This is an optimization exercise on Yosys and OpenROAD, whose aim is small area and a short achievable clock period, not a production implementation. In this exercise RTL edits were held to simulation tests only and were not proved equivalent to the original. Power is estimated from default activity; no workload was simulated.

==> module sync_fifo, before the edit <==
module sync_fifo (
	input  logic S_AXI_ACLK,
	input  logic fifo_reset,
	input  logic i_flush,
	input  logic i_wr,
	input  fetch_pkg::bus_word_t i_data,
	input  logic i_err,
	input  logic i_rd,
	output fetch_pkg::bus_word_t o_data,
	output logic o_err,
	output logic o_empty
);
	localparam int DEPTH = fetch_pkg::FETCH_LIMIT - 1;
	localparam int BW = fetch_pkg::BUS_WIDTH;
	fetch_pkg::bus_word_t mem [DEPTH];
	logic [DEPTH-1:0] err_mem;
	logic [DEPTH-1:0] wr_sel;
	logic [DEPTH-1:0] wr_sel_next;
	logic [DEPTH-1:0] rd_sel;
	logic [DEPTH-1:0] rd_sel_next;
	logic [DEPTH-1:0] rd_next;
	logic [DEPTH-1:0] wr_en;
	logic nonempty;
	logic nonempty_next;
	logic slots_full_next;
	logic slots_full;
	logic six_used;
	logic [DEPTH-1:0] rd_skip6;
	logic rd_en;
	assign o_empty = !nonempty;
	assign rd_en = i_rd && nonempty;
	assign rd_next = { rd_sel[DEPTH-2:0], rd_sel[DEPTH-1] };
	always_ff @(posedge S_AXI_ACLK)
	begin
		for (int i = 0; i < DEPTH; i++)
		begin
			if (wr_en[i])
			begin
				mem[i] <= i_data;
				err_mem[i] <= i_err;
			end
		end
	end
	always_comb
	begin
		wr_sel_next = wr_sel;
		rd_sel_next = rd_sel;
		nonempty_next = nonempty;
		if (fifo_reset || i_flush)
		begin
			wr_sel_next = DEPTH'(1);
			rd_sel_next = DEPTH'(1);
			nonempty_next = 1'b0;
		end
		else
		begin
			if (i_wr)
				wr_sel_next = { wr_sel[DEPTH-2:0], wr_sel[DEPTH-1] };
			if (rd_en)
				rd_sel_next = rd_next;
			if (i_wr)
				nonempty_next = 1'b1;
			else if (rd_en)
				nonempty_next = !(|(wr_sel & rd_next));
		end
	end
	assign rd_skip6 = { rd_sel[0], rd_sel[DEPTH-1:1] };
	assign six_used = nonempty && (|(wr_sel & rd_skip6));
	assign slots_full_next = !(fifo_reset || i_flush) && !rd_en
		&& (slots_full || (six_used && i_wr));
	always_ff @(posedge S_AXI_ACLK)
	begin
		wr_sel <= wr_sel_next;
		rd_sel <= rd_sel_next;
		nonempty <= nonempty_next;
		slots_full <= slots_full_next;
		wr_en <= wr_sel_next & { DEPTH{!slots_full_next} };
	end
	always_comb
	begin
		o_data = '0;
		for (int i = 0; i < DEPTH; i++)
			o_data = o_data | ({ BW{rd_sel[i]} } & mem[i]);
		o_err = |(rd_sel & err_mem);
	end
endmodule
==> flow/config.mk <==
export PLATFORM = sky130hd
export DESIGN_NAME = axil_fetch
export DESIGN_NICKNAME = axil_fetch
export VERILOG_FILES = /design/flow/design.v
export SDC_FILE = /design/flow/constraint.sdc
export NUM_CORES = 4
export LEC_CHECK = 0
export CAP_MARGIN = 20
export CORE_MARGIN = 2
export CORE_UTILIZATION = 70
export PLACE_DENSITY = 0.8
export SETUP_SLACK_MARGIN = 2.0
export SLEW_MARGIN = 20
==> flow/constraint.sdc <==
create_clock -name core_clock -period 4.0 [get_ports {S_AXI_ACLK}]
set_input_delay 0.8000 -clock core_clock [delete_from_list [all_inputs] [get_ports {S_AXI_ACLK}]]
set_output_delay 0.8000 -clock core_clock [all_outputs]
set_load 0.01 [all_outputs]
standard.sh (not shown) runs the stock make flow with config.mk's settings and CLKGATE_MAP_FILE= SYNTH_SCRIPT=/design/flow/synth_recipe.tcl, a recipe that flattens the netlist after the stock synthesis.
==> flow/flow/run.sh <==
#!/bin/bash
# The standard layout, with the smallest buffer on the ports and a clock tree of larger
# sink clusters without dummy loads. make's full output goes to standard.log here, and
# each ORFS step keeps its own log under orfs/logs.
set -euo pipefail
bash standard.sh \
	"BUFFER_PORTS_ARGS=-buffer_cell sky130_fd_sc_hd__buf_1" \
	"CTS_ARGS=-sink_clustering_enable -repair_clock_nets -dont_use_dummy_load -sink_clustering_size 25 -sink_clustering_max_diameter 80" \
	finish > standard.log 2>&1
The first run completed with no timing, DRC or antenna violations.
Edit:
--- a/flow/design.v
+++ b/flow/design.v
@@ -256,4 +256,5 @@
 	logic [DEPTH-1:0] rd_skip6;
 	logic rd_en;
+	assign wr_sel = slots_full ? rd_sel : wr_en;
 	assign o_empty = !nonempty;
 	assign rd_en = i_rd && nonempty;
@@ -299,5 +300,4 @@
 	always_ff @(posedge S_AXI_ACLK)
 	begin
-		wr_sel <= wr_sel_next;
 		rd_sel <= rd_sel_next;
 		nonempty <= nonempty_next;
The new run ran to the end with no violations; critical path depth stays the same; combinational power goes up by about 10%; design area goes up by 0.85%; power goes up by 0.98%; routed wire length goes up by 4.4%; clock power is about the same; die area goes down by 0.35%; clock-buffer cell count does not change; setup slack is worse by 0.011 ns; non-clock buffer count goes up by 31; worst hold slack is better by 0.0051 ns; global-route usage goes up by 0.53 points; area after synthesis goes down by 0.36%; via count goes up by 1.7%.

========
axil_fetch again, from the RTL that the note above started with.
==> module flush_tracker, before the edit <==
module flush_tracker (
	input  logic S_AXI_ACLK,
	input  logic fifo_reset,
	input  logic i_new_pc,
	input  logic i_arvalid,
	input  logic i_arready,
	input  logic i_rvalid,
	output logic o_full_bus,
	output logic o_flush_request,
	output logic o_keep_beat
);
	fetch_pkg::depth_t outstanding;
	fetch_pkg::depth_t out_inc, out_dec;
	fetch_pkg::depth_t out_next;
	localparam int FL = fetch_pkg::FETCH_LIMIT;
	logic [FL-1:0] fresh_t;
	logic fresh_up, fresh_down;
	logic flush_next;
	logic last_stale;
	fetch_pkg::depth_t base_count, base_less;
	logic flushing;
	logic ar_hs;
	assign ar_hs = i_arvalid && i_arready;
	assign out_inc = outstanding + 1'b1;
	assign out_dec = outstanding - 1'b1;
	always_comb
	begin
		case ({ ar_hs, i_rvalid })
		2'b10: out_next = out_inc;
		2'b01: out_next = out_dec;
		default: out_next = outstanding;
		endcase
		if (fifo_reset)
			out_next = '0;
	end
	always_ff @(posedge S_AXI_ACLK)
	begin
		outstanding <= out_next;
		if (fifo_reset)
			o_full_bus <= 1'b0;
		else
		begin
			case ({ ar_hs, i_rvalid })
			2'b10: o_full_bus <= (out_inc >= fetch_pkg::depth_t'((1 << fetch_pkg::LGDEPTH) - 1));
			2'b01: o_full_bus <= (out_dec >= fetch_pkg::depth_t'((1 << fetch_pkg::LGDEPTH) - 1));
			default: o_full_bus <= (outstanding >= fetch_pkg::depth_t'((1 << fetch_pkg::LGDEPTH) - 1));
			endcase
		end
	end
	always_comb
	begin
		flush_next = o_flush_request;
		if (fifo_reset)
			flush_next = 1'b0;
		else if (i_new_pc)
			flush_next = i_arvalid && !i_arready;
		else if (i_arready)
			flush_next = 1'b0;
	end
	assign fresh_up = ar_hs && !o_flush_request && !o_keep_beat;
	assign fresh_down = o_keep_beat && !(ar_hs && !o_flush_request);
	always_ff @(posedge S_AXI_ACLK)
	begin
		for (int k = 0; k < FL; k++)
		begin
			if (fifo_reset || i_new_pc)
				fresh_t[k] <= 1'b0;
			else
				fresh_t[k] <= (fresh_t[k] || (fresh_up && ((k == 0) || fresh_t[(k == 0) ? 0 : k-1])))
					&& !(fresh_down && ((k == FL-1) || !fresh_t[(k == FL-1) ? k : k+1]));
		end
	end
	always_comb
	begin
		last_stale = 1'b0;
		for (int k = 0; k <= FL; k++)
		begin
			if (((k == 0) || fresh_t[(k == 0) ? 0 : k-1])
				&& ((k == FL) || !fresh_t[(k == FL) ? 0 : k]))
			begin
				if (o_flush_request ? (outstanding == fetch_pkg::depth_t'(k))
					: (outstanding == fetch_pkg::depth_t'(k + 1)))
					last_stale = 1'b1;
			end
		end
	end
	assign base_count = i_arvalid ? out_inc : outstanding;
	assign base_less = i_arvalid ? outstanding : out_dec;
	always_ff @(posedge S_AXI_ACLK)
	begin
		o_flush_request <= flush_next;
		if (fifo_reset)
			flushing <= 1'b0;
		else if (i_new_pc)
			flushing <= i_rvalid ? (base_less != 0) : (base_count != 0);
		else if (i_rvalid && flushing)
			flushing <= !last_stale;
	end
	assign o_keep_beat = i_rvalid && !flushing;
endmodule
clock: 4.0 ns
lec_check: 0
cap_margin: 20
core_margin: 2
core_utilization: 60
place_density: 0.72
setup_slack_margin: 2.0
slew_margin: 20
Scripts as last shown in full above: flow/flow/run.sh
Rerun with:
--- a/flow/design.v
+++ b/flow/design.v
@@ -35,11 +35,10 @@
 );
 	fetch_pkg::depth_t outstanding;
 	fetch_pkg::depth_t out_inc, out_dec;
 	fetch_pkg::depth_t out_next;
-	localparam int FL = fetch_pkg::FETCH_LIMIT;
-	logic [FL-1:0] fresh_t;
-	logic fresh_up, fresh_down;
+	logic [fetch_pkg::LGFIFO:0] fresh;
+	logic [fetch_pkg::LGFIFO:0] fresh_next;
 	logic flush_next;
 	logic last_stale;
 	fetch_pkg::depth_t base_count, base_less;
 	logic flushing;
@@ -73,47 +72,38 @@
 	end
 	always_comb
 	begin
 		flush_next = o_flush_request;
+		fresh_next = fresh;
 		if (fifo_reset)
+		begin
 			flush_next = 1'b0;
+			fresh_next = '0;
+		end
 		else if (i_new_pc)
-			flush_next = i_arvalid && !i_arready;
-		else if (i_arready)
-			flush_next = 1'b0;
-	end
-	assign fresh_up = ar_hs && !o_flush_request && !o_keep_beat;
-	assign fresh_down = o_keep_beat && !(ar_hs && !o_flush_request);
-	always_ff @(posedge S_AXI_ACLK)
-	begin
-		for (int k = 0; k < FL; k++)
 		begin
-			if (fifo_reset || i_new_pc)
-				fresh_t[k] <= 1'b0;
-			else
-				fresh_t[k] <= (fresh_t[k] || (fresh_up && ((k == 0) || fresh_t[(k == 0) ? 0 : k-1])))
-					&& !(fresh_down && ((k == FL-1) || !fresh_t[(k == FL-1) ? k : k+1]));
+			flush_next = i_arvalid && !i_arready;
+			fresh_next = '0;
 		end
-	end
-	always_comb
-	begin
-		last_stale = 1'b0;
-		for (int k = 0; k <= FL; k++)
+		else
 		begin
-			if (((k == 0) || fresh_t[(k == 0) ? 0 : k-1])
-				&& ((k == FL) || !fresh_t[(k == FL) ? 0 : k]))
-			begin
-				if (o_flush_request ? (outstanding == fetch_pkg::depth_t'(k))
-					: (outstanding == fetch_pkg::depth_t'(k + 1)))
-					last_stale = 1'b1;
-			end
+			if (i_arready)
+				flush_next = 1'b0;
+			case ({ ar_hs && !o_flush_request, o_keep_beat })
+			2'b10: fresh_next = fresh + 1'b1;
+			2'b01: fresh_next = fresh - 1'b1;
+			default: fresh_next = fresh;
+			endcase
 		end
 	end
+	assign last_stale = (outstanding + fetch_pkg::depth_t'(o_flush_request))
+		== (fetch_pkg::depth_t'(fresh) + 1'b1);
 	assign base_count = i_arvalid ? out_inc : outstanding;
 	assign base_less = i_arvalid ? outstanding : out_dec;
 	always_ff @(posedge S_AXI_ACLK)
 	begin
 		o_flush_request <= flush_next;
+		fresh <= fresh_next;
 		if (fifo_reset)
 			flushing <= 1'b0;
 		else if (i_new_pc)
 			flushing <= i_rvalid ? (base_less != 0) : (base_count != 0);
@@ -250,11 +240,8 @@
 	logic [DEPTH-1:0] wr_en;
 	logic nonempty;
 	logic nonempty_next;
 	logic slots_full_next;
-	logic slots_full;
-	logic six_used;
-	logic [DEPTH-1:0] rd_skip6;
 	logic rd_en;
 	assign o_empty = !nonempty;
 	assign rd_en = i_rd && nonempty;
 	assign rd_next = { rd_sel[DEPTH-2:0], rd_sel[DEPTH-1] };
@@ -291,18 +278,14 @@
 			else if (rd_en)
 				nonempty_next = !(|(wr_sel & rd_next));
 		end
 	end
-	assign rd_skip6 = { rd_sel[0], rd_sel[DEPTH-1:1] };
-	assign six_used = nonempty && (|(wr_sel & rd_skip6));
-	assign slots_full_next = !(fifo_reset || i_flush) && !rd_en
-		&& (slots_full || (six_used && i_wr));
+	assign slots_full_next = (|(wr_sel_next & rd_sel_next)) && nonempty_next;
 	always_ff @(posedge S_AXI_ACLK)
 	begin
 		wr_sel <= wr_sel_next;
 		rd_sel <= rd_sel_next;
 		nonempty <= nonempty_next;
-		slots_full <= slots_full_next;
 		wr_en <= wr_sel_next & { DEPTH{!slots_full_next} };
 	end
 	always_comb
 	begin
Count of clock-buffer cells in the layout shrinks by 3.
Worst setup slack loses 0.076 ns.
Synthesized cell count shrinks by 0.58%.
Critical path depth grows by 8.
Flip-flop and latch count shrinks by 5.
Final area grows by 1.9%.
Die area shrinks by 0.95%.
Area after synthesis shrinks by 0.96%.
Non-clock buffer count grows by 52.
Utilization grows by 1.6 points.
Power shrinks by 0.63%.

re-timing with driven ports:
How much do the figures lean on ideal ports? The routed layouts below were timed once more, with nothing changed but the port constraints. Step 1 (the two cells are an assumption about what drives the block):
set clk [get_ports {S_AXI_ACLK}]
set_driving_cell -lib_cell sky130_fd_sc_hd__clkbuf_16 $clk
set_driving_cell -lib_cell sky130_fd_sc_hd__buf_2 [delete_from_list [all_inputs] $clk]
Step 2 adds t to the input delays and takes it off the output delays; t is the mean of the earliest and latest rising clock arrival at the registers after step 1. Input paths then give back, and output paths get back, about the clock's delay inside the block. a / b / c = no drivers / after step 1 / after step 2; a / b = the first two.
| run | shift t [ns] | slack for setup (ns) | slew at the worst register clock pin (ns) | worst data-port slew with drivers (ns) |
|---|---|---|---|---|
| the first run of note 1 | 0.649 | 2.029 / 1.968 / 1.473 | 0.10 / 0.10 | 0.09 |
| the second run of note 1 | 0.644 | 2.018 / 1.961 / 1.489 | 0.10 / 0.10 | 0.11 |
| the first run of note 2 | 0.604 | 2.027 / 1.964 / 1.522 | 0.10 / 0.10 | 0.10 |
| the second run of note 2 | 0.656 | 1.951 / 1.951 / 1.314 | 0.10 / 0.10 | 0.09 |
After both steps every run listed still meets setup and hold. The setup slack of the second run of note 2, which loses most, moves by 0.000 ns with the drivers and by -0.637 ns with both steps.
